What follows belongs to an exercise in optimizing a design on an open flow for small area, a short achievable clock period and few clock cycles per item; a production flow would make more cautious choices. The RTL was checked by simulation tests, not by an equivalence proof against the original design.

$ cat run.sh
#!/bin/bash
# synth_recipe.tcl (not shown) runs the flow's synth.tcl, then flattens the netlist and writes it again
# the make line also repeats each setting of config.mk as NAME=value (left out here)
make -C /OpenROAD-flow-scripts/flow DESIGN_CONFIG=/design/flow/config.mk WORK_HOME=/design/flow/orfs CLKGATE_MAP_FILE= SYNTH_SCRIPT=/design/flow/synth_recipe.tcl finish
$ cat constraint.sdc
create_clock -name core_clock -period 10.0 [get_ports {clk}]
set_input_delay 2.0000 -clock core_clock [delete_from_list [all_inputs] [get_ports {clk}]]
set_output_delay 2.0000 -clock core_clock [all_outputs]
set_load 0.01 [all_outputs]
$ cat config.mk
export PLATFORM = sky130hd
export DESIGN_NAME = radial_vignette_pixel_top
export DESIGN_NICKNAME = radial_vignette_pixel_top
export VERILOG_FILES = /design/flow/design.v
export SDC_FILE = /design/flow/constraint.sdc
export NUM_CORES = 4
export LEC_CHECK = 0
export CAP_MARGIN = 20
export CORE_MARGIN = 2
export CORE_UTILIZATION = 40
export SLEW_MARGIN = 20
$ cat design.v
`default_nettype none
package rvp_pkg;
	localparam int FRAC     = 16;
	localparam int DIM_W    = 13;
	localparam int CRD_W    = 12;
	localparam int ADX_W    = 13;
	localparam int SQ_W     = 26;
	localparam int NUM_W    = 27;
	localparam int DEN_W    = 26;
	localparam int RATIO_W  = 18;
	localparam int D_W      = 17;
	localparam int FX_W     = 17;
	localparam int CFG_W    = 17;
	localparam logic [DIM_W-1:0] MAX_DIM = 13'd4096;
	localparam logic [FX_W-1:0]  ONE_FX  = 17'h10000;
	typedef enum logic [1:0] {
		CFG_WIDTH    = 2'd0,
		CFG_HEIGHT   = 2'd1,
		CFG_RADIUS   = 2'd2,
		CFG_STRENGTH = 2'd3
	} cfg_idx_t;
	typedef struct packed {
		logic [7:0] blue;
		logic [7:0] green;
		logic [7:0] red;
	} rgb_t;
endpackage
`default_nettype wire
`default_nettype none
module rvp_div_pipe #(
	parameter int RW = 25,    
	parameter int DW = 26     
) (
	input  wire logic [RW-1:0] r,
	input  wire logic [1:0]    p,
	input  wire logic [DW-1:0] d,
	input  wire logic [DW+1:0] d3,
	output logic [RW-1:0]      ro,
	output logic [1:0]         q
);
	localparam int XW = RW + 2;
	localparam int TW = (XW > DW + 2 ? XW : DW + 2) + 1;
	logic [TW-1:0] x, t1, t2, t3;
	assign x  = TW'({r, p});
	assign t1 = x - TW'(d);
	assign t2 = x - TW'({d, 1'b0});
	assign t3 = x - TW'(d3);
	always_comb begin
		if (!t3[TW-1]) begin
			q  = 2'd3;
			ro = t3[RW-1:0];
		end else if (!t2[TW-1]) begin
			q  = 2'd2;
			ro = t2[RW-1:0];
		end else if (!t1[TW-1]) begin
			q  = 2'd1;
			ro = t1[RW-1:0];
		end else begin
			q  = 2'd0;
			ro = x[RW-1:0];
		end
	end
endmodule
`default_nettype wire
`default_nettype none
module rvp_sqrt_pipe #(
	parameter int J = 2
) (
	input  wire logic [J-1:0] rem,
	input  wire logic [J-1:0] root,    
	input  wire logic [1:0]   pr,
	output logic [J:0]        rem_o,
	output logic [J-1:0]      root_o
);
	logic [J+1:0] rn, tr, df;
	logic         qb;
	if (J == 1) begin : g_f
		assign rn = {1'b0, pr};
		assign tr = 3'b001;
		assign root_o = qb;
	end else begin : g_n
		assign rn = {rem, pr};
		assign tr = {1'b0, root[J-2:0], 2'b01};
		assign root_o = {root[J-2:0], qb};
	end
	assign df = rn - tr;
	assign qb = !df[J+1];
	assign rem_o = qb ? df[J:0] : rn[J:0];
endmodule
`default_nettype wire
`default_nettype none
module rvp_csa_sq2 (
	input wire logic [12:0] a,
	input wire logic [12:0] b,
	output logic [26:0] s,
	output logic [26:0] c
);
	logic [26:0] r0;
	assign r0 = ({27{a[0]}} & ((27'(a[12:1]) << 2) | (27'(1) << 0)));
	logic [26:0] r1;
	assign r1 = ({27{a[1]}} & ((27'(a[12:2]) << 4) | (27'(1) << 2)));
	logic [26:0] r2;
	assign r2 = ({27{a[2]}} & ((27'(a[12:3]) << 6) | (27'(1) << 4)));
	logic [26:0] r3;
	assign r3 = ({27{a[3]}} & ((27'(a[12:4]) << 8) | (27'(1) << 6)));
	logic [26:0] r4;
	assign r4 = ({27{a[4]}} & ((27'(a[12:5]) << 10) | (27'(1) << 8)));
	logic [26:0] r5;
	assign r5 = ({27{a[5]}} & ((27'(a[12:6]) << 12) | (27'(1) << 10)));
	logic [26:0] r6;
	assign r6 = ({27{a[6]}} & ((27'(a[12:7]) << 14) | (27'(1) << 12)));
	logic [26:0] r7;
	assign r7 = ({27{a[7]}} & ((27'(a[12:8]) << 16) | (27'(1) << 14)));
	logic [26:0] r8;
	assign r8 = ({27{a[8]}} & ((27'(a[12:9]) << 18) | (27'(1) << 16)));
	logic [26:0] r9;
	assign r9 = ({27{a[9]}} & ((27'(a[12:10]) << 20) | (27'(1) << 18)));
	logic [26:0] r10;
	assign r10 = ({27{a[10]}} & ((27'(a[12:11]) << 22) | (27'(1) << 20)));
	logic [26:0] r11;
	assign r11 = ({27{a[11]}} & ((27'(a[12:12]) << 24) | (27'(1) << 22)));
	logic [26:0] r12;
	assign r12 = ({27{a[12]}} & (27'(0) | (27'(1) << 24)));
	logic [26:0] r13;
	assign r13 = ({27{b[0]}} & ((27'(b[12:1]) << 2) | (27'(1) << 0)));
	logic [26:0] r14;
	assign r14 = ({27{b[1]}} & ((27'(b[12:2]) << 4) | (27'(1) << 2)));
	logic [26:0] r15;
	assign r15 = ({27{b[2]}} & ((27'(b[12:3]) << 6) | (27'(1) << 4)));
	logic [26:0] r16;
	assign r16 = ({27{b[3]}} & ((27'(b[12:4]) << 8) | (27'(1) << 6)));
	logic [26:0] r17;
	assign r17 = ({27{b[4]}} & ((27'(b[12:5]) << 10) | (27'(1) << 8)));
	logic [26:0] r18;
	assign r18 = ({27{b[5]}} & ((27'(b[12:6]) << 12) | (27'(1) << 10)));
	logic [26:0] r19;
	assign r19 = ({27{b[6]}} & ((27'(b[12:7]) << 14) | (27'(1) << 12)));
	logic [26:0] r20;
	assign r20 = ({27{b[7]}} & ((27'(b[12:8]) << 16) | (27'(1) << 14)));
	logic [26:0] r21;
	assign r21 = ({27{b[8]}} & ((27'(b[12:9]) << 18) | (27'(1) << 16)));
	logic [26:0] r22;
	assign r22 = ({27{b[9]}} & ((27'(b[12:10]) << 20) | (27'(1) << 18)));
	logic [26:0] r23;
	assign r23 = ({27{b[10]}} & ((27'(b[12:11]) << 22) | (27'(1) << 20)));
	logic [26:0] r24;
	assign r24 = ({27{b[11]}} & ((27'(b[12:12]) << 24) | (27'(1) << 22)));
	logic [26:0] r25;
	assign r25 = ({27{b[12]}} & (27'(0) | (27'(1) << 24)));
	logic [26:0] t_s0_0, t_c0_0, t_m0_0;
	assign t_s0_0 = r0 ^ r1 ^ r2;
	assign t_m0_0 = (r0 & r1) | (r0 & r2) | (r1 & r2);
	assign t_c0_0 = {t_m0_0[25:0], 1'b0};
	logic [26:0] t_s0_1, t_c0_1, t_m0_1;
	assign t_s0_1 = r3 ^ r4 ^ r5;
	assign t_m0_1 = (r3 & r4) | (r3 & r5) | (r4 & r5);
	assign t_c0_1 = {t_m0_1[25:0], 1'b0};
	logic [26:0] t_s0_2, t_c0_2, t_m0_2;
	assign t_s0_2 = r6 ^ r7 ^ r8;
	assign t_m0_2 = (r6 & r7) | (r6 & r8) | (r7 & r8);
	assign t_c0_2 = {t_m0_2[25:0], 1'b0};
	logic [26:0] t_s0_3, t_c0_3, t_m0_3;
	assign t_s0_3 = r9 ^ r10 ^ r11;
	assign t_m0_3 = (r9 & r10) | (r9 & r11) | (r10 & r11);
	assign t_c0_3 = {t_m0_3[25:0], 1'b0};
	logic [26:0] t_s0_4, t_c0_4, t_m0_4;
	assign t_s0_4 = r12 ^ r13 ^ r14;
	assign t_m0_4 = (r12 & r13) | (r12 & r14) | (r13 & r14);
	assign t_c0_4 = {t_m0_4[25:0], 1'b0};
	logic [26:0] t_s0_5, t_c0_5, t_m0_5;
	assign t_s0_5 = r15 ^ r16 ^ r17;
	assign t_m0_5 = (r15 & r16) | (r15 & r17) | (r16 & r17);
	assign t_c0_5 = {t_m0_5[25:0], 1'b0};
	logic [26:0] t_s0_6, t_c0_6, t_m0_6;
	assign t_s0_6 = r18 ^ r19 ^ r20;
	assign t_m0_6 = (r18 & r19) | (r18 & r20) | (r19 & r20);
	assign t_c0_6 = {t_m0_6[25:0], 1'b0};
	logic [26:0] t_s0_7, t_c0_7, t_m0_7;
	assign t_s0_7 = r21 ^ r22 ^ r23;
	assign t_m0_7 = (r21 & r22) | (r21 & r23) | (r22 & r23);
	assign t_c0_7 = {t_m0_7[25:0], 1'b0};
	logic [26:0] t_s1_8, t_c1_8, t_m1_8;
	assign t_s1_8 = t_s0_0 ^ t_c0_0 ^ t_s0_1;
	assign t_m1_8 = (t_s0_0 & t_c0_0) | (t_s0_0 & t_s0_1) | (t_c0_0 & t_s0_1);
	assign t_c1_8 = {t_m1_8[25:0], 1'b0};
	logic [26:0] t_s1_9, t_c1_9, t_m1_9;
	assign t_s1_9 = t_c0_1 ^ t_s0_2 ^ t_c0_2;
	assign t_m1_9 = (t_c0_1 & t_s0_2) | (t_c0_1 & t_c0_2) | (t_s0_2 & t_c0_2);
	assign t_c1_9 = {t_m1_9[25:0], 1'b0};
	logic [26:0] t_s1_10, t_c1_10, t_m1_10;
	assign t_s1_10 = t_s0_3 ^ t_c0_3 ^ t_s0_4;
	assign t_m1_10 = (t_s0_3 & t_c0_3) | (t_s0_3 & t_s0_4) | (t_c0_3 & t_s0_4);
	assign t_c1_10 = {t_m1_10[25:0], 1'b0};
	logic [26:0] t_s1_11, t_c1_11, t_m1_11;
	assign t_s1_11 = t_c0_4 ^ t_s0_5 ^ t_c0_5;
	assign t_m1_11 = (t_c0_4 & t_s0_5) | (t_c0_4 & t_c0_5) | (t_s0_5 & t_c0_5);
	assign t_c1_11 = {t_m1_11[25:0], 1'b0};
	logic [26:0] t_s1_12, t_c1_12, t_m1_12;
	assign t_s1_12 = t_s0_6 ^ t_c0_6 ^ t_s0_7;
	assign t_m1_12 = (t_s0_6 & t_c0_6) | (t_s0_6 & t_s0_7) | (t_c0_6 & t_s0_7);
	assign t_c1_12 = {t_m1_12[25:0], 1'b0};
	logic [26:0] t_s1_13, t_c1_13, t_m1_13;
	assign t_s1_13 = t_c0_7 ^ r24 ^ r25;
	assign t_m1_13 = (t_c0_7 & r24) | (t_c0_7 & r25) | (r24 & r25);
	assign t_c1_13 = {t_m1_13[25:0], 1'b0};
	logic [26:0] t_s2_14, t_c2_14, t_m2_14;
	assign t_s2_14 = t_s1_8 ^ t_c1_8 ^ t_s1_9;
	assign t_m2_14 = (t_s1_8 & t_c1_8) | (t_s1_8 & t_s1_9) | (t_c1_8 & t_s1_9);
	assign t_c2_14 = {t_m2_14[25:0], 1'b0};
	logic [26:0] t_s2_15, t_c2_15, t_m2_15;
	assign t_s2_15 = t_c1_9 ^ t_s1_10 ^ t_c1_10;
	assign t_m2_15 = (t_c1_9 & t_s1_10) | (t_c1_9 & t_c1_10) | (t_s1_10 & t_c1_10);
	assign t_c2_15 = {t_m2_15[25:0], 1'b0};
	logic [26:0] t_s2_16, t_c2_16, t_m2_16;
	assign t_s2_16 = t_s1_11 ^ t_c1_11 ^ t_s1_12;
	assign t_m2_16 = (t_s1_11 & t_c1_11) | (t_s1_11 & t_s1_12) | (t_c1_11 & t_s1_12);
	assign t_c2_16 = {t_m2_16[25:0], 1'b0};
	logic [26:0] t_s2_17, t_c2_17, t_m2_17;
	assign t_s2_17 = t_c1_12 ^ t_s1_13 ^ t_c1_13;
	assign t_m2_17 = (t_c1_12 & t_s1_13) | (t_c1_12 & t_c1_13) | (t_s1_13 & t_c1_13);
	assign t_c2_17 = {t_m2_17[25:0], 1'b0};
	logic [26:0] t_s3_18, t_c3_18, t_m3_18;
	assign t_s3_18 = t_s2_14 ^ t_c2_14 ^ t_s2_15;
	assign t_m3_18 = (t_s2_14 & t_c2_14) | (t_s2_14 & t_s2_15) | (t_c2_14 & t_s2_15);
	assign t_c3_18 = {t_m3_18[25:0], 1'b0};
	logic [26:0] t_s3_19, t_c3_19, t_m3_19;
	assign t_s3_19 = t_c2_15 ^ t_s2_16 ^ t_c2_16;
	assign t_m3_19 = (t_c2_15 & t_s2_16) | (t_c2_15 & t_c2_16) | (t_s2_16 & t_c2_16);
	assign t_c3_19 = {t_m3_19[25:0], 1'b0};
	logic [26:0] t_s4_20, t_c4_20, t_m4_20;
	assign t_s4_20 = t_s3_18 ^ t_c3_18 ^ t_s3_19;
	assign t_m4_20 = (t_s3_18 & t_c3_18) | (t_s3_18 & t_s3_19) | (t_c3_18 & t_s3_19);
	assign t_c4_20 = {t_m4_20[25:0], 1'b0};
	logic [26:0] t_s4_21, t_c4_21, t_m4_21;
	assign t_s4_21 = t_c3_19 ^ t_s2_17 ^ t_c2_17;
	assign t_m4_21 = (t_c3_19 & t_s2_17) | (t_c3_19 & t_c2_17) | (t_s2_17 & t_c2_17);
	assign t_c4_21 = {t_m4_21[25:0], 1'b0};
	logic [26:0] t_s5_22, t_c5_22, t_m5_22;
	assign t_s5_22 = t_s4_20 ^ t_c4_20 ^ t_s4_21;
	assign t_m5_22 = (t_s4_20 & t_c4_20) | (t_s4_20 & t_s4_21) | (t_c4_20 & t_s4_21);
	assign t_c5_22 = {t_m5_22[25:0], 1'b0};
	logic [26:0] t_s6_23, t_c6_23, t_m6_23;
	assign t_s6_23 = t_s5_22 ^ t_c5_22 ^ t_c4_21;
	assign t_m6_23 = (t_s5_22 & t_c5_22) | (t_s5_22 & t_c4_21) | (t_c5_22 & t_c4_21);
	assign t_c6_23 = {t_m6_23[25:0], 1'b0};
	assign s = t_s6_23;
	assign c = t_c6_23;
endmodule   
module rvp_csa_sq16 (
	input wire logic [15:0] a,
	output logic [31:0] s,
	output logic [31:0] c
);
	logic [31:0] r0;
	assign r0 = ({32{a[0]}} & ((32'(a[15:1]) << 2) | (32'(1) << 0)));
	logic [31:0] r1;
	assign r1 = ({32{a[1]}} & ((32'(a[15:2]) << 4) | (32'(1) << 2)));
	logic [31:0] r2;
	assign r2 = ({32{a[2]}} & ((32'(a[15:3]) << 6) | (32'(1) << 4)));
	logic [31:0] r3;
	assign r3 = ({32{a[3]}} & ((32'(a[15:4]) << 8) | (32'(1) << 6)));
	logic [31:0] r4;
	assign r4 = ({32{a[4]}} & ((32'(a[15:5]) << 10) | (32'(1) << 8)));
	logic [31:0] r5;
	assign r5 = ({32{a[5]}} & ((32'(a[15:6]) << 12) | (32'(1) << 10)));
	logic [31:0] r6;
	assign r6 = ({32{a[6]}} & ((32'(a[15:7]) << 14) | (32'(1) << 12)));
	logic [31:0] r7;
	assign r7 = ({32{a[7]}} & ((32'(a[15:8]) << 16) | (32'(1) << 14)));
	logic [31:0] r8;
	assign r8 = ({32{a[8]}} & ((32'(a[15:9]) << 18) | (32'(1) << 16)));
	logic [31:0] r9;
	assign r9 = ({32{a[9]}} & ((32'(a[15:10]) << 20) | (32'(1) << 18)));
	logic [31:0] r10;
	assign r10 = ({32{a[10]}} & ((32'(a[15:11]) << 22) | (32'(1) << 20)));
	logic [31:0] r11;
	assign r11 = ({32{a[11]}} & ((32'(a[15:12]) << 24) | (32'(1) << 22)));
	logic [31:0] r12;
	assign r12 = ({32{a[12]}} & ((32'(a[15:13]) << 26) | (32'(1) << 24)));
	logic [31:0] r13;
	assign r13 = ({32{a[13]}} & ((32'(a[15:14]) << 28) | (32'(1) << 26)));
	logic [31:0] r14;
	assign r14 = ({32{a[14]}} & ((32'(a[15:15]) << 30) | (32'(1) << 28)));
	logic [31:0] r15;
	assign r15 = ({32{a[15]}} & (32'(0) | (32'(1) << 30)));
	logic [31:0] t_s0_0, t_c0_0, t_m0_0;
	assign t_s0_0 = r0 ^ r1 ^ r2;
	assign t_m0_0 = (r0 & r1) | (r0 & r2) | (r1 & r2);
	assign t_c0_0 = {t_m0_0[30:0], 1'b0};
	logic [31:0] t_s0_1, t_c0_1, t_m0_1;
	assign t_s0_1 = r3 ^ r4 ^ r5;
	assign t_m0_1 = (r3 & r4) | (r3 & r5) | (r4 & r5);
	assign t_c0_1 = {t_m0_1[30:0], 1'b0};
	logic [31:0] t_s0_2, t_c0_2, t_m0_2;
	assign t_s0_2 = r6 ^ r7 ^ r8;
	assign t_m0_2 = (r6 & r7) | (r6 & r8) | (r7 & r8);
	assign t_c0_2 = {t_m0_2[30:0], 1'b0};
	logic [31:0] t_s0_3, t_c0_3, t_m0_3;
	assign t_s0_3 = r9 ^ r10 ^ r11;
	assign t_m0_3 = (r9 & r10) | (r9 & r11) | (r10 & r11);
	assign t_c0_3 = {t_m0_3[30:0], 1'b0};
	logic [31:0] t_s0_4, t_c0_4, t_m0_4;
	assign t_s0_4 = r12 ^ r13 ^ r14;
	assign t_m0_4 = (r12 & r13) | (r12 & r14) | (r13 & r14);
	assign t_c0_4 = {t_m0_4[30:0], 1'b0};
	logic [31:0] t_s1_5, t_c1_5, t_m1_5;
	assign t_s1_5 = t_s0_0 ^ t_c0_0 ^ t_s0_1;
	assign t_m1_5 = (t_s0_0 & t_c0_0) | (t_s0_0 & t_s0_1) | (t_c0_0 & t_s0_1);
	assign t_c1_5 = {t_m1_5[30:0], 1'b0};
	logic [31:0] t_s1_6, t_c1_6, t_m1_6;
	assign t_s1_6 = t_c0_1 ^ t_s0_2 ^ t_c0_2;
	assign t_m1_6 = (t_c0_1 & t_s0_2) | (t_c0_1 & t_c0_2) | (t_s0_2 & t_c0_2);
	assign t_c1_6 = {t_m1_6[30:0], 1'b0};
	logic [31:0] t_s1_7, t_c1_7, t_m1_7;
	assign t_s1_7 = t_s0_3 ^ t_c0_3 ^ t_s0_4;
	assign t_m1_7 = (t_s0_3 & t_c0_3) | (t_s0_3 & t_s0_4) | (t_c0_3 & t_s0_4);
	assign t_c1_7 = {t_m1_7[30:0], 1'b0};
	logic [31:0] t_s2_8, t_c2_8, t_m2_8;
	assign t_s2_8 = t_s1_5 ^ t_c1_5 ^ t_s1_6;
	assign t_m2_8 = (t_s1_5 & t_c1_5) | (t_s1_5 & t_s1_6) | (t_c1_5 & t_s1_6);
	assign t_c2_8 = {t_m2_8[30:0], 1'b0};
	logic [31:0] t_s2_9, t_c2_9, t_m2_9;
	assign t_s2_9 = t_c1_6 ^ t_s1_7 ^ t_c1_7;
	assign t_m2_9 = (t_c1_6 & t_s1_7) | (t_c1_6 & t_c1_7) | (t_s1_7 & t_c1_7);
	assign t_c2_9 = {t_m2_9[30:0], 1'b0};
	logic [31:0] t_s3_10, t_c3_10, t_m3_10;
	assign t_s3_10 = t_s2_8 ^ t_c2_8 ^ t_s2_9;
	assign t_m3_10 = (t_s2_8 & t_c2_8) | (t_s2_8 & t_s2_9) | (t_c2_8 & t_s2_9);
	assign t_c3_10 = {t_m3_10[30:0], 1'b0};
	logic [31:0] t_s3_11, t_c3_11, t_m3_11;
	assign t_s3_11 = t_c2_9 ^ t_c0_4 ^ r15;
	assign t_m3_11 = (t_c2_9 & t_c0_4) | (t_c2_9 & r15) | (t_c0_4 & r15);
	assign t_c3_11 = {t_m3_11[30:0], 1'b0};
	logic [31:0] t_s4_12, t_c4_12, t_m4_12;
	assign t_s4_12 = t_s3_10 ^ t_c3_10 ^ t_s3_11;
	assign t_m4_12 = (t_s3_10 & t_c3_10) | (t_s3_10 & t_s3_11) | (t_c3_10 & t_s3_11);
	assign t_c4_12 = {t_m4_12[30:0], 1'b0};
	logic [31:0] t_s5_13, t_c5_13, t_m5_13;
	assign t_s5_13 = t_s4_12 ^ t_c4_12 ^ t_c3_11;
	assign t_m5_13 = (t_s4_12 & t_c4_12) | (t_s4_12 & t_c3_11) | (t_c4_12 & t_c3_11);
	assign t_c5_13 = {t_m5_13[30:0], 1'b0};
	assign s = t_s5_13;
	assign c = t_c5_13;
endmodule   
module rvp_csa_mul16 (
	input wire logic [15:0] a,
	input wire logic [15:0] b,
	output logic [31:0] s,
	output logic [31:0] c
);
	logic [31:0] r0;
	assign r0 = (32'({16{b[0]}} & a) << 0);
	logic [31:0] r1;
	assign r1 = (32'({16{b[1]}} & a) << 1);
	logic [31:0] r2;
	assign r2 = (32'({16{b[2]}} & a) << 2);
	logic [31:0] r3;
	assign r3 = (32'({16{b[3]}} & a) << 3);
	logic [31:0] r4;
	assign r4 = (32'({16{b[4]}} & a) << 4);
	logic [31:0] r5;
	assign r5 = (32'({16{b[5]}} & a) << 5);
	logic [31:0] r6;
	assign r6 = (32'({16{b[6]}} & a) << 6);
	logic [31:0] r7;
	assign r7 = (32'({16{b[7]}} & a) << 7);
	logic [31:0] r8;
	assign r8 = (32'({16{b[8]}} & a) << 8);
	logic [31:0] r9;
	assign r9 = (32'({16{b[9]}} & a) << 9);
	logic [31:0] r10;
	assign r10 = (32'({16{b[10]}} & a) << 10);
	logic [31:0] r11;
	assign r11 = (32'({16{b[11]}} & a) << 11);
	logic [31:0] r12;
	assign r12 = (32'({16{b[12]}} & a) << 12);
	logic [31:0] r13;
	assign r13 = (32'({16{b[13]}} & a) << 13);
	logic [31:0] r14;
	assign r14 = (32'({16{b[14]}} & a) << 14);
	logic [31:0] r15;
	assign r15 = (32'({16{b[15]}} & a) << 15);
	logic [31:0] t_s0_0, t_c0_0, t_m0_0;
	assign t_s0_0 = r0 ^ r1 ^ r2;
	assign t_m0_0 = (r0 & r1) | (r0 & r2) | (r1 & r2);
	assign t_c0_0 = {t_m0_0[30:0], 1'b0};
	logic [31:0] t_s0_1, t_c0_1, t_m0_1;
	assign t_s0_1 = r3 ^ r4 ^ r5;
	assign t_m0_1 = (r3 & r4) | (r3 & r5) | (r4 & r5);
	assign t_c0_1 = {t_m0_1[30:0], 1'b0};
	logic [31:0] t_s0_2, t_c0_2, t_m0_2;
	assign t_s0_2 = r6 ^ r7 ^ r8;
	assign t_m0_2 = (r6 & r7) | (r6 & r8) | (r7 & r8);
	assign t_c0_2 = {t_m0_2[30:0], 1'b0};
	logic [31:0] t_s0_3, t_c0_3, t_m0_3;
	assign t_s0_3 = r9 ^ r10 ^ r11;
	assign t_m0_3 = (r9 & r10) | (r9 & r11) | (r10 & r11);
	assign t_c0_3 = {t_m0_3[30:0], 1'b0};
	logic [31:0] t_s0_4, t_c0_4, t_m0_4;
	assign t_s0_4 = r12 ^ r13 ^ r14;
	assign t_m0_4 = (r12 & r13) | (r12 & r14) | (r13 & r14);
	assign t_c0_4 = {t_m0_4[30:0], 1'b0};
	logic [31:0] t_s1_5, t_c1_5, t_m1_5;
	assign t_s1_5 = t_s0_0 ^ t_c0_0 ^ t_s0_1;
	assign t_m1_5 = (t_s0_0 & t_c0_0) | (t_s0_0 & t_s0_1) | (t_c0_0 & t_s0_1);
	assign t_c1_5 = {t_m1_5[30:0], 1'b0};
	logic [31:0] t_s1_6, t_c1_6, t_m1_6;
	assign t_s1_6 = t_c0_1 ^ t_s0_2 ^ t_c0_2;
	assign t_m1_6 = (t_c0_1 & t_s0_2) | (t_c0_1 & t_c0_2) | (t_s0_2 & t_c0_2);
	assign t_c1_6 = {t_m1_6[30:0], 1'b0};
	logic [31:0] t_s1_7, t_c1_7, t_m1_7;
	assign t_s1_7 = t_s0_3 ^ t_c0_3 ^ t_s0_4;
	assign t_m1_7 = (t_s0_3 & t_c0_3) | (t_s0_3 & t_s0_4) | (t_c0_3 & t_s0_4);
	assign t_c1_7 = {t_m1_7[30:0], 1'b0};
	logic [31:0] t_s2_8, t_c2_8, t_m2_8;
	assign t_s2_8 = t_s1_5 ^ t_c1_5 ^ t_s1_6;
	assign t_m2_8 = (t_s1_5 & t_c1_5) | (t_s1_5 & t_s1_6) | (t_c1_5 & t_s1_6);
	assign t_c2_8 = {t_m2_8[30:0], 1'b0};
	logic [31:0] t_s2_9, t_c2_9, t_m2_9;
	assign t_s2_9 = t_c1_6 ^ t_s1_7 ^ t_c1_7;
	assign t_m2_9 = (t_c1_6 & t_s1_7) | (t_c1_6 & t_c1_7) | (t_s1_7 & t_c1_7);
	assign t_c2_9 = {t_m2_9[30:0], 1'b0};
	logic [31:0] t_s3_10, t_c3_10, t_m3_10;
	assign t_s3_10 = t_s2_8 ^ t_c2_8 ^ t_s2_9;
	assign t_m3_10 = (t_s2_8 & t_c2_8) | (t_s2_8 & t_s2_9) | (t_c2_8 & t_s2_9);
	assign t_c3_10 = {t_m3_10[30:0], 1'b0};
	logic [31:0] t_s3_11, t_c3_11, t_m3_11;
	assign t_s3_11 = t_c2_9 ^ t_c0_4 ^ r15;
	assign t_m3_11 = (t_c2_9 & t_c0_4) | (t_c2_9 & r15) | (t_c0_4 & r15);
	assign t_c3_11 = {t_m3_11[30:0], 1'b0};
	logic [31:0] t_s4_12, t_c4_12, t_m4_12;
	assign t_s4_12 = t_s3_10 ^ t_c3_10 ^ t_s3_11;
	assign t_m4_12 = (t_s3_10 & t_c3_10) | (t_s3_10 & t_s3_11) | (t_c3_10 & t_s3_11);
	assign t_c4_12 = {t_m4_12[30:0], 1'b0};
	logic [31:0] t_s5_13, t_c5_13, t_m5_13;
	assign t_s5_13 = t_s4_12 ^ t_c4_12 ^ t_c3_11;
	assign t_m5_13 = (t_s4_12 & t_c4_12) | (t_s4_12 & t_c3_11) | (t_c4_12 & t_c3_11);
	assign t_c5_13 = {t_m5_13[30:0], 1'b0};
	assign s = t_s5_13;
	assign c = t_c5_13;
endmodule   
module rvp_csa_mul16x8 (
	input wire logic [15:0] a,
	input wire logic [7:0] b,
	output logic [23:0] s,
	output logic [23:0] c
);
	logic [23:0] r0;
	assign r0 = (24'({16{b[0]}} & a) << 0);
	logic [23:0] r1;
	assign r1 = (24'({16{b[1]}} & a) << 1);
	logic [23:0] r2;
	assign r2 = (24'({16{b[2]}} & a) << 2);
	logic [23:0] r3;
	assign r3 = (24'({16{b[3]}} & a) << 3);
	logic [23:0] r4;
	assign r4 = (24'({16{b[4]}} & a) << 4);
	logic [23:0] r5;
	assign r5 = (24'({16{b[5]}} & a) << 5);
	logic [23:0] r6;
	assign r6 = (24'({16{b[6]}} & a) << 6);
	logic [23:0] r7;
	assign r7 = (24'({16{b[7]}} & a) << 7);
	logic [23:0] t_s0_0, t_c0_0, t_m0_0;
	assign t_s0_0 = r0 ^ r1 ^ r2;
	assign t_m0_0 = (r0 & r1) | (r0 & r2) | (r1 & r2);
	assign t_c0_0 = {t_m0_0[22:0], 1'b0};
	logic [23:0] t_s0_1, t_c0_1, t_m0_1;
	assign t_s0_1 = r3 ^ r4 ^ r5;
	assign t_m0_1 = (r3 & r4) | (r3 & r5) | (r4 & r5);
	assign t_c0_1 = {t_m0_1[22:0], 1'b0};
	logic [23:0] t_s1_2, t_c1_2, t_m1_2;
	assign t_s1_2 = t_s0_0 ^ t_c0_0 ^ t_s0_1;
	assign t_m1_2 = (t_s0_0 & t_c0_0) | (t_s0_0 & t_s0_1) | (t_c0_0 & t_s0_1);
	assign t_c1_2 = {t_m1_2[22:0], 1'b0};
	logic [23:0] t_s1_3, t_c1_3, t_m1_3;
	assign t_s1_3 = t_c0_1 ^ r6 ^ r7;
	assign t_m1_3 = (t_c0_1 & r6) | (t_c0_1 & r7) | (r6 & r7);
	assign t_c1_3 = {t_m1_3[22:0], 1'b0};
	logic [23:0] t_s2_4, t_c2_4, t_m2_4;
	assign t_s2_4 = t_s1_2 ^ t_c1_2 ^ t_s1_3;
	assign t_m2_4 = (t_s1_2 & t_c1_2) | (t_s1_2 & t_s1_3) | (t_c1_2 & t_s1_3);
	assign t_c2_4 = {t_m2_4[22:0], 1'b0};
	logic [23:0] t_s3_5, t_c3_5, t_m3_5;
	assign t_s3_5 = t_s2_4 ^ t_c2_4 ^ t_c1_3;
	assign t_m3_5 = (t_s2_4 & t_c2_4) | (t_s2_4 & t_c1_3) | (t_c2_4 & t_c1_3);
	assign t_c3_5 = {t_m3_5[22:0], 1'b0};
	assign s = t_s3_5;
	assign c = t_c3_5;
endmodule   
`default_nettype wire
`default_nettype none
import rvp_pkg::*;
module radial_vignette_pixel_top
(
	input  wire logic              clk,
	input  wire logic              arst_n,
	input  wire logic              s_tvalid,
	output logic                   s_tready,
	input  wire logic [47:0]       s_tdata,
	output logic                   m_tvalid,
	input  wire logic              m_tready,
	output logic [23:0]            m_tdata,
	input  wire logic              cfg_we,
	input  wire logic [1:0]        cfg_index,
	input  wire logic [CFG_W-1:0]  cfg_data
);
	localparam int NP = 35;    
	logic [DIM_W-1:0] width_q, height_q;
	logic [FX_W-1:0]  radius_q, strength_q;
	logic             den_pend;
	logic             tok0, tok1, tok2;
	logic [26:0]      num_c;
	logic             en;
	always_ff @(posedge clk or negedge arst_n) begin
		if (!arst_n) begin
			width_q    <= 13'd640;
			height_q   <= 13'd480;
			radius_q   <= 17'd32768;
			strength_q <= 17'd32768;
		end else if (cfg_we) begin
			unique case (cfg_index)
				2'd0: width_q    <= cfg_data[DIM_W-1:0];
				2'd1: height_q   <= cfg_data[DIM_W-1:0];
				2'd2: radius_q   <= cfg_data;
				2'd3: strength_q <= cfg_data;
				default: ;
			endcase
		end
	end
	logic [25:0] den_a, den_b, den_c;
	logic [27:0] d3_a, d3_b, d3_c;
	always_ff @(posedge clk or negedge arst_n) begin
		if (!arst_n) begin
			den_pend <= 1'b0;
			den_a    <= 26'd640000;
			den_b    <= 26'd640000;
			den_c    <= 26'd640000;
			d3_a     <= 28'd1920000;
			d3_b     <= 28'd1920000;
			d3_c     <= 28'd1920000;
		end else begin
			if (cfg_we && !cfg_index[1])
				den_pend <= 1'b1;
			else if (en)
				den_pend <= 1'b0;
			if (en && tok2)
				den_a <= num_c[25:0];
			den_b <= den_a;
			den_c <= den_b;
			d3_a  <= 28'(den_a) + 28'({den_a, 1'b0});
			d3_b  <= d3_a;
			d3_c  <= d3_b;
		end
	end
	logic [16:0] fd_a, fd_b;
	logic [18:0] fd3_a, fd3_b;
	logic [16:0] fd_c;
	assign fd_c = 17'h10000 - radius_q;
	always_ff @(posedge clk or negedge arst_n) begin
		if (!arst_n) begin
			fd_a  <= 17'd32768;
			fd_b  <= 17'd32768;
			fd3_a <= 19'd98304;
			fd3_b <= 19'd98304;
		end else begin
			fd_a  <= fd_c;
			fd_b  <= fd_a;
			fd3_a <= 19'(fd_a) + 19'({fd_a, 1'b0});
			fd3_b <= fd3_a;
		end
	end
	logic [12:0] w_eff, h_eff;
	logic [16:0] s_eff;
	logic        s_one, den_zero, r_big;
	assign w_eff    = width_q[12]  ? 13'd4096 : width_q;
	assign h_eff    = height_q[12] ? 13'd4096 : height_q;
	assign s_one    = strength_q[16];
	assign s_eff    = s_one ? 17'h10000 : strength_q;
	assign den_zero = (den_c == 26'd0);
	assign r_big    = radius_q[16];
	logic [1:0]  oc;           
	logic [23:0] ob0, ob1;     
	logic        vl;           
	logic [23:0] res_c;        
	logic        push, pop;
	logic [1:0]  oc_nx;
	assign m_tvalid = (oc != 2'd0);
	assign m_tdata  = ob0;
	assign s_tready = en && !den_pend && !tok0;
	assign push  = en && vl;
	assign pop   = m_tvalid && m_tready;
	assign oc_nx = oc + {1'b0, push} - {1'b0, pop};
	always_ff @(posedge clk or negedge arst_n) begin
		if (!arst_n) begin
			oc <= 2'd0;
			en <= 1'b1;
		end else begin
			oc <= oc_nx;
			en <= (oc_nx != 2'd2);
		end
	end
	always_ff @(posedge clk) begin
		if (pop) begin
			ob0 <= (oc == 2'd2) ? ob1 : res_c;
		end else if (push && oc == 2'd0) begin
			ob0 <= res_c;
		end
		if (push && ((oc == 2'd1 && !pop) || (oc == 2'd2)))
			ob1 <= res_c;
	end
	logic        v   [NP];
	logic [23:0] rgb [NP];
	always_ff @(posedge clk or negedge arst_n) begin
		if (!arst_n) begin
			for (int i = 0; i < NP; i++) v[i] <= 1'b0;
			tok0 <= 1'b0;
			tok1 <= 1'b0;
			tok2 <= 1'b0;
		end else if (en) begin
			v[0] <= s_tvalid && s_tready;
			for (int i = 1; i < NP; i++) v[i] <= v[i-1];
			tok0 <= den_pend;
			tok1 <= tok0;
			tok2 <= tok1;
		end
	end
	assign vl = v[NP-1];
	always_ff @(posedge clk) begin
		if (en) begin
			rgb[0] <= s_tdata[47:24];
			for (int i = 1; i < NP; i++) rgb[i] <= rgb[i-1];
		end
	end
	logic [11:0] col0, row0;
	always_ff @(posedge clk) begin
		if (en) begin
			col0 <= s_tdata[11:0];
			row0 <= s_tdata[23:12];
		end
	end
	logic [13:0] dxa, dxb, dya, dyb;
	logic [12:0] cx, cy;
	assign cx  = tok0 ? 13'd0 : {col0, 1'b0};
	assign cy  = tok0 ? 13'd0 : {row0, 1'b0};
	assign dxa = {1'b0, cx} - {1'b0, w_eff};
	assign dxb = {1'b0, w_eff} - {1'b0, cx};
	assign dya = {1'b0, cy} - {1'b0, h_eff};
	assign dyb = {1'b0, h_eff} - {1'b0, cy};
	logic [12:0] adx1, ady1;
	always_ff @(posedge clk) begin
		if (en) begin
			adx1 <= dxa[13] ? dxb[12:0] : dxa[12:0];
			ady1 <= dya[13] ? dyb[12:0] : dya[12:0];
		end
	end
	logic [26:0] sqs_c, sqc_c, sqs2, sqc2;
	rvp_csa_sq2 u_sq2 (.a(adx1), .b(ady1), .s(sqs_c), .c(sqc_c));
	always_ff @(posedge clk) begin
		if (en) begin
			sqs2 <= sqs_c;
			sqc2 <= sqc_c;
		end
	end
	assign num_c = sqs2 + sqc2;
	logic [26:0] num3;
	always_ff @(posedge clk) begin
		if (en) num3 <= num_c;
	end
	logic sat [4:12];
	always_ff @(posedge clk) begin
		if (en) begin
			sat[4] <= ({1'b0, num3} >= {den_a, 2'b00});
			for (int i = 5; i <= 12; i++) sat[i] <= sat[i-1];
		end
	end
	for (genvar i = 1; i <= 9; i++) begin : g_rd
		logic [24:0] r_in, r_o, r_q;
		logic [1:0]  p_in, q_o, q_q;
		logic [25:0] dd;
		logic [27:0] dd3;
		if (i == 1) begin : g_f
			assign r_in = num3[26:2];
			assign p_in = num3[1:0];
		end else begin : g_n
			assign r_in = g_rd[i-1].r_q;
			assign p_in = 2'b00;
		end
		if (i <= 3) begin : g_ca
			assign dd  = den_a;
			assign dd3 = d3_a;
		end else if (i <= 6) begin : g_cb
			assign dd  = den_b;
			assign dd3 = d3_b;
		end else begin : g_cc
			assign dd  = den_c;
			assign dd3 = d3_c;
		end
		rvp_div_pipe #(.RW(25), .DW(26)) u_step (
			.r(r_in), .p(p_in), .d(dd), .d3(dd3), .ro(r_o), .q(q_o)
		);
		always_ff @(posedge clk) begin
			if (en) begin
				r_q <= r_o;
				q_q <= q_o;
			end
		end
	end
	for (genvar j = 1; j <= 17; j++) begin : g_sq
		logic [j-1:0] rem_i, root_i;
		logic [j:0]   rem_c, rem_r;
		logic [j-1:0] root_c, root_r;
		logic [1:0]   pr;
		if (j == 1) begin : g_f
			assign rem_i  = '0;
			assign root_i = '0;
		end else begin : g_n
			assign rem_i  = g_sq[j-1].rem_r;
			assign root_i = {1'b0, g_sq[j-1].root_r};
		end
		if (j <= 9) begin : g_p
			assign pr = sat[3+j] ? 2'b11 : g_rd[j].q_q;
		end else begin : g_z
			assign pr = 2'b00;
		end
		rvp_sqrt_pipe #(.J(j)) u_dig (
			.rem(rem_i), .root(root_i), .pr(pr),
			.rem_o(rem_c), .root_o(root_c)
		);
		if (j < 17) begin : g_reg
			always_ff @(posedge clk) begin
				if (en) begin
					rem_r  <= rem_c;
					root_r <= root_c;
				end
			end
		end else begin : g_nreg
			assign rem_r  = rem_c;
			assign root_r = root_c;
		end
	end
	logic [15:0] rt16;
	logic        qb17;
	assign rt16 = g_sq[16].root_r;
	assign qb17 = g_sq[17].root_c[0];
	logic [17:0] dm0, dm1, dm;
	assign dm0 = {1'b0, rt16, 1'b0} - {1'b0, radius_q};
	assign dm1 = {1'b0, rt16, 1'b1} - {1'b0, radius_q};
	assign dm  = qb17 ? dm1 : dm0;
	logic [15:0] fr21;
	logic        act [21:33];
	logic        tsat[21:33];
	always_ff @(posedge clk) begin
		if (en) begin
			fr21     <= dm[15:0];
			act[21]  <= !dm[17] && (dm[16:0] != 17'd0) && !den_zero && !r_big;
			tsat[21] <= rt16[15];
			for (int i = 22; i <= 33; i++) begin
				act[i]  <= act[i-1];
				tsat[i] <= tsat[i-1];
			end
		end
	end
	for (genvar i = 1; i <= 8; i++) begin : g_fd
		logic [15:0] r_in, r_o, r_q;
		logic [1:0]  q_o;
		logic [2*i-1:0] t_q;
		logic [16:0] dd;
		logic [18:0] dd3;
		if (i == 1) begin : g_f
			assign r_in = fr21;
		end else begin : g_n
			assign r_in = g_fd[i-1].r_q;
		end
		if (i <= 4) begin : g_ca
			assign dd  = fd_a;
			assign dd3 = fd3_a;
		end else begin : g_cb
			assign dd  = fd_b;
			assign dd3 = fd3_b;
		end
		rvp_div_pipe #(.RW(16), .DW(17)) u_step (
			.r(r_in), .p(2'b00), .d(dd), .d3(dd3), .ro(r_o), .q(q_o)
		);
		if (i == 1) begin : g_t1
			always_ff @(posedge clk) begin
				if (en) t_q <= q_o;
			end
		end else begin : g_tn
			always_ff @(posedge clk) begin
				if (en) t_q <= {g_fd[i-1].t_q, q_o};
			end
		end
		if (i < 8) begin : g_r
			always_ff @(posedge clk) begin
				if (en) r_q <= r_o;
			end
		end else begin : g_nr
			assign r_q = r_o;
		end
	end
	logic [15:0] tt;
	assign tt = g_fd[8].t_q;
	logic [31:0] t2s_c, t2c_c, t2s30, t2c30;
	rvp_csa_sq16 u_sq16 (.a(tt), .s(t2s_c), .c(t2c_c));
	always_ff @(posedge clk) begin
		if (en) begin
			t2s30 <= t2s_c;
			t2c30 <= t2c_c;
		end
	end
	logic [31:0] t2sum;
	assign t2sum = t2s30 + t2c30;
	logic [15:0] t2_31;
	always_ff @(posedge clk) begin
		if (en) t2_31 <= t2sum[31:16];
	end
	logic [31:0] sts_c, stc_c, sts32, stc32;
	logic [15:0] t2_32;
	rvp_csa_mul16 u_mst (.a(strength_q[15:0]), .b(t2_31), .s(sts_c), .c(stc_c));
	always_ff @(posedge clk) begin
		if (en) begin
			sts32 <= sts_c;
			stc32 <= stc_c;
			t2_32 <= t2_31;
		end
	end
	logic [31:0] stsum;
	logic [16:0] st;
	assign stsum = sts32 + stc32;
	always_comb begin
		if (tsat[32])      st = s_eff;
		else if (s_one)    st = {1'b0, t2_32};
		else               st = {1'b0, stsum[31:16]};
	end
	logic [16:0] ff33;
	always_ff @(posedge clk) begin
		if (en) ff33 <= act[32] ? (17'h10000 - st) : 17'h10000;
	end
	logic [23:0] ps_c [3], pc_c [3], ps34 [3], pc34 [3];
	logic        f16_34;
	for (genvar ch = 0; ch < 3; ch++) begin : g_ch
		rvp_csa_mul16x8 u_m (.a(ff33[15:0]), .b(rgb[33][8*ch+7:8*ch]), .s(ps_c[ch]), .c(pc_c[ch]));
		always_ff @(posedge clk) begin
			if (en) begin
				ps34[ch] <= ps_c[ch];
				pc34[ch] <= pc_c[ch];
			end
		end
	end
	always_ff @(posedge clk) begin
		if (en) f16_34 <= ff33[16];
	end
	logic [23:0] pr_c, pg_c, pb_c;
	assign pr_c = ps34[0] + pc34[0];
	assign pg_c = ps34[1] + pc34[1];
	assign pb_c = ps34[2] + pc34[2];
	assign res_c = f16_34 ? rgb[NP-1] : {pb_c[23:16], pg_c[23:16], pr_c[23:16]};
endmodule
`default_nettype wire
==> summary.txt <==
Finish
  • Commonest non-fill, non-tap cell in the layout: sky130_fd_sc_hd__edfxtp_1
  • Most frequent cells in the layout: sky130_fd_sc_hd__edfxtp_1 (2,002), sky130_fd_sc_hd__ha_1 (1,729), sky130_fd_sc_hd__inv_1 (1,460)
  • Layout cell share with drive strength beyond 1: 6.51%
  • Post-layout net count: 17,593
  • Area Overhead vs Synth: 10.2%
  • Cell area after layout: about 0.18 mm2
  • Finished Core Util: between 40% and 50%

Worst setup path
  • Worst reg2reg endpoint: g_rd[6].r_q[22]
  • Last element of the critical path: g_rd[6].r_q[22]
  • Required time of the worst setup path: 10,730 ps
  • Critical register-to-register path startpoint: d3_b[0]
  • WP data arrival: 6110 ps
  • Crit path kind: register to register
  • CP endpoint kind: register
  • Crit start category: register
  • Reg2reg setup slack: 4630 ps
  • Worst Setup SP: d3_b[0]
  • Peak fanout along the critical path: 50
  • Cell count of the worst reg-to-reg path: 14

CTS
  • Number of buffers created by CTS: 275
  • Setup Fix Bufs, Post-CTS: 0
  • CTS tree: built
  • CTS H-tree lvls: 5
  • Number of buffers on the longest clock path: 4
  • Worst-skew pair later-pin latency: 940 ps
  • CTS Hold Buffers Added: 0
  • TritonCTS sink count: about 2,300
  • CTS root buf: sky130_fd_sc_hd__clkbuf_16
  • Post-cts repair resize count: 0
  • Clk slew on worst S/H paths: 60 ps

Place
  • Cell area after placement: 0.171 mm2
  • HPWL after detailed placement: 294 mm
  • GP Congestion: 0.886
  • Buffers added on ports: 97
  • Post-placement setup slack: around 4600 ps

Floorplanning
  • Overall die width: 644 um
  • Die Area: 0.415 mm2
  • Count of pins on the block boundary: 98
  • Standard-cell rows: 235
  • Initial Util: ~40%
  • Vertical die dimension: 644 um
  • Area of the core region: 0.409 mm2

STA
  • Worst Tran Pin Value: between 1000 and 1500 ps
  • Min Tclk post-route: 5370 ps
  • Worst setup margin: roughly 4600 ps
  • Worst clock skew: 65.7 ps
  • Smallest hold slack: 366 ps
  • Max-slew headroom at the worst pin: 27.4%
  • Number of endpoints with negative hold slack in the final report: 0
  • Final Cycle Share: 53.7%
  • Setup Viol. Count Final: 0
  • Maximum achievable frequency: 0.186 GHz
  • Final Max Slew Viols: 0
  • Setup repair after global routing missed its margin: false

Yosys
  • Share of synthesized flip-flops with an asynchronous set or reset: roughly 14%
  • Synthesized cell area: ~0.16 mm2
  • Prevailing post-synth register cell: sky130_fd_sc_hd__edfxtp_1
  • Count of synthesis-stage warnings from yosys: 19
  • Netlist cell types: between 100 and 150
  • Synthesized netlist net count: 17,476
  • Instance count of the mapped netlist: 14,980
  • Flip-flop and latch count after synthesis: approximately 2,300
  • Mean Syn Cell Area: 10.9 um2
  • Share of synthesized area occupied by flip-flops and latches: a little over two fifths
  • Number of enable-type register cells in the synthesized netlist: about 2,000

GRT
  • Initial antenna violation count: 22
  • Global-route wire length before repair: 621 mm
  • Total overflow reported by the global router: 0
  • Vias in the first global route: 110,248
  • Global router's overall resource usage: approximately a fifth
  • Largest net degree at the start of global routing: 189

Min path
  • Min-Delay Path Class: register to register

Drt
  • Total DRC errors in the routed layout: 0
  • Number of search-and-repair iterations in the first detailed-routing pass: 6
  • Routed length per instance: about 19 um
  • Remaining antenna violation count after routing: 0
  • Total wire length after detailed routing: 392 mm
  • Vias per cell: 5.29
  • Via count: 109,982
  • Initial DRC count: 6,586

Run status
  • Run status: complete, no violations

Flow run
  • Max-cap violations: 0
worst min path at each step:
stage               cells after the start  slack, ps  startpoint         to
global route                            0        370    fd3_a[9]   fd3_b[9]
CTS                                     0        370    d3_a[10]   d3_b[10]
detailed placement                      0        360   fd3_a[14]  fd3_b[14]
floorplan                               0        350    d3_a[12]   d3_b[12]
finish                                  0        370    fd3_a[9]   fd3_b[9]
global placement                        0        360    den_b[7]   den_c[7]
worst max-delay path, stage by stage (launching register included):
cell and delay [ps]:
sky130_fd_sc_hd__dfrtp_1 760, sky130_fd_sc_hd__inv_1 350, sky130_fd_sc_hd__ha_1 410, sky130_fd_sc_hd__a21o_1 190
sky130_fd_sc_hd__a21oi_1 280, sky130_fd_sc_hd__o21ai_1 160, sky130_fd_sc_hd__a211oi_1 430, sky130_fd_sc_hd__a21oi_1 180
sky130_fd_sc_hd__o41ai_2 550, sky130_fd_sc_hd__o31a_1 260, sky130_fd_sc_hd__a21oi_1 120, sky130_fd_sc_hd__o41ai_1 280
sky130_fd_sc_hd__o22a_2 780, sky130_fd_sc_hd__a21bo_2 310, sky130_fd_sc_hd__o32ai_1 110
flip-flops by register name (all words and copies together) (netlist names), 21 cells and up:
| signal | count |
|---|---|
| rgb | 840 |
| g_rd.r_q | 200 |
| g_sq.rem_r | 145 |
| g_sq.root_r | 136 |
| g_fd.r_q | 112 |
| g_fd.t_q | 72 |
| pc34 | 57 |
| ps34 | 54 |
| v | 35 |
| d3_a | 28 |
| d3_b | 28 |
| d3_c | 28 |
| num3 | 27 |
| sqs2 | 27 |
| den_a | 26 |
| den_b | 25 |
| den_c | 25 |
| stc32 | 25 |
| ob0 | 24 |
| ob1 | 24 |
| sts32 | 24 |
| t2s30 | 24 |
| t2c30 | 23 |
| sqc2 | 21 |
kinds of logic (layout without fill, tap and decap cells):
logic type | count (synthesis) | in the layout | synth area share [%]
XOR/XNOR | 970 | 970 | 5.18
multiplexers | 411 | 411 | 2.72
adder cells (fa/ha/maj) | 2424 | 2424 | 21.7
AND/OR/NAND/NOR | 3634 | 3634 | 11.0
flip-flops | 2335 | 2335 | 41.8
buffers and inverters | 1817 | 2149 | 4.25
other | 0 | 25 | 0
AO/OA/AOI/OAI | 3389 | 3389 | 13.4
area by class of cell:
cell class	instances	area, um2
Antenna cell	25	62.6
Clock buffer	347	7530
Clock inverter	145	1650
Fill cell	38194	228000
Inverter	1463	5490
Multi-Input combinational cell	10828	88800
Sequential cell	2335	68500
Tap cell	5451	6820
Timing Repair Buffer	194	1820
synth_stat cells, drive strengths merged, types with 63 or more instances:
master | number | area (um2)
edfxtp | 2002 | 60100
ha | 1729 | 21600
inv | 1462 | 5490
a21oi | 968 | 4880
nand2 | 946 | 3550
nor2 | 833 | 3130
o21ai | 722 | 3620
fa | 695 | 13900
and2 | 690 | 4320
xnor2 | 604 | 5300
a21o | 387 | 2910
xor2 | 366 | 3210
dfrtp | 282 | 7060
mux2 | 276 | 3110
clkbuf | 266 | 998
nor3 | 251 | 1260
o21a | 192 | 1440
nand2b | 186 | 1160
nand3 | 180 | 901
a211oi | 173 | 1310
nor2b | 163 | 1020
o21bai | 152 | 1140
mux2i | 135 | 1350
o211ai | 123 | 937
buf | 88 | 478
or3 | 86 | 538
a31oi | 73 | 475
and3 | 63 | 394
per-layer routing:
metal,share of wire (%),global-route usage [%],up-vias
li1,-,-,53806
met4,3.9,6.85,6
met1,45,24.7,53775
met2,47,31.6,1816
met3,3.6,2.13,579
met5,0.0089,0,-
per-stage QoR:
step                      setup TNS (ps)  instances
after floorplan                 -5461650      14980
after global placement                 0      20268
after detailed placement               0      20268
after CTS                              0      20760
after global routing                   0      20779
final                                  0      20788
Testbench counts, summed over its fixed seeds: cycles 17,536, items 16,384.

afterwards: timing with drivers on the ports:
The flow's constraints put no driver on any port. The routed layout listed below was extracted and timed again, unchanged, in two steps.
Step 1, drivers: a clkbuf_16 drives clk and a buf_2 each remaining input, both assumed.
Step 2 times the ports against the registers' clock, not the clock port: input delays grow and output delays shrink by t, the midpoint of the rising clock arrivals with the driver on.
Slacks: ideal ports / drivers / drivers and shift; pairs: ideal ports / drivers.
shift t [ns]: 1.012
setup WS [ns]: 4.625 / 4.527 / 4.625
worst hold slack (ns): 0.366 / 0.366 / 0.366
pins driven straight from the clock port: 1
After both steps setup and hold are still met in this run. The setup slack of this run moves by -0.098 ns with the drivers and by 0.000 ns with both steps.
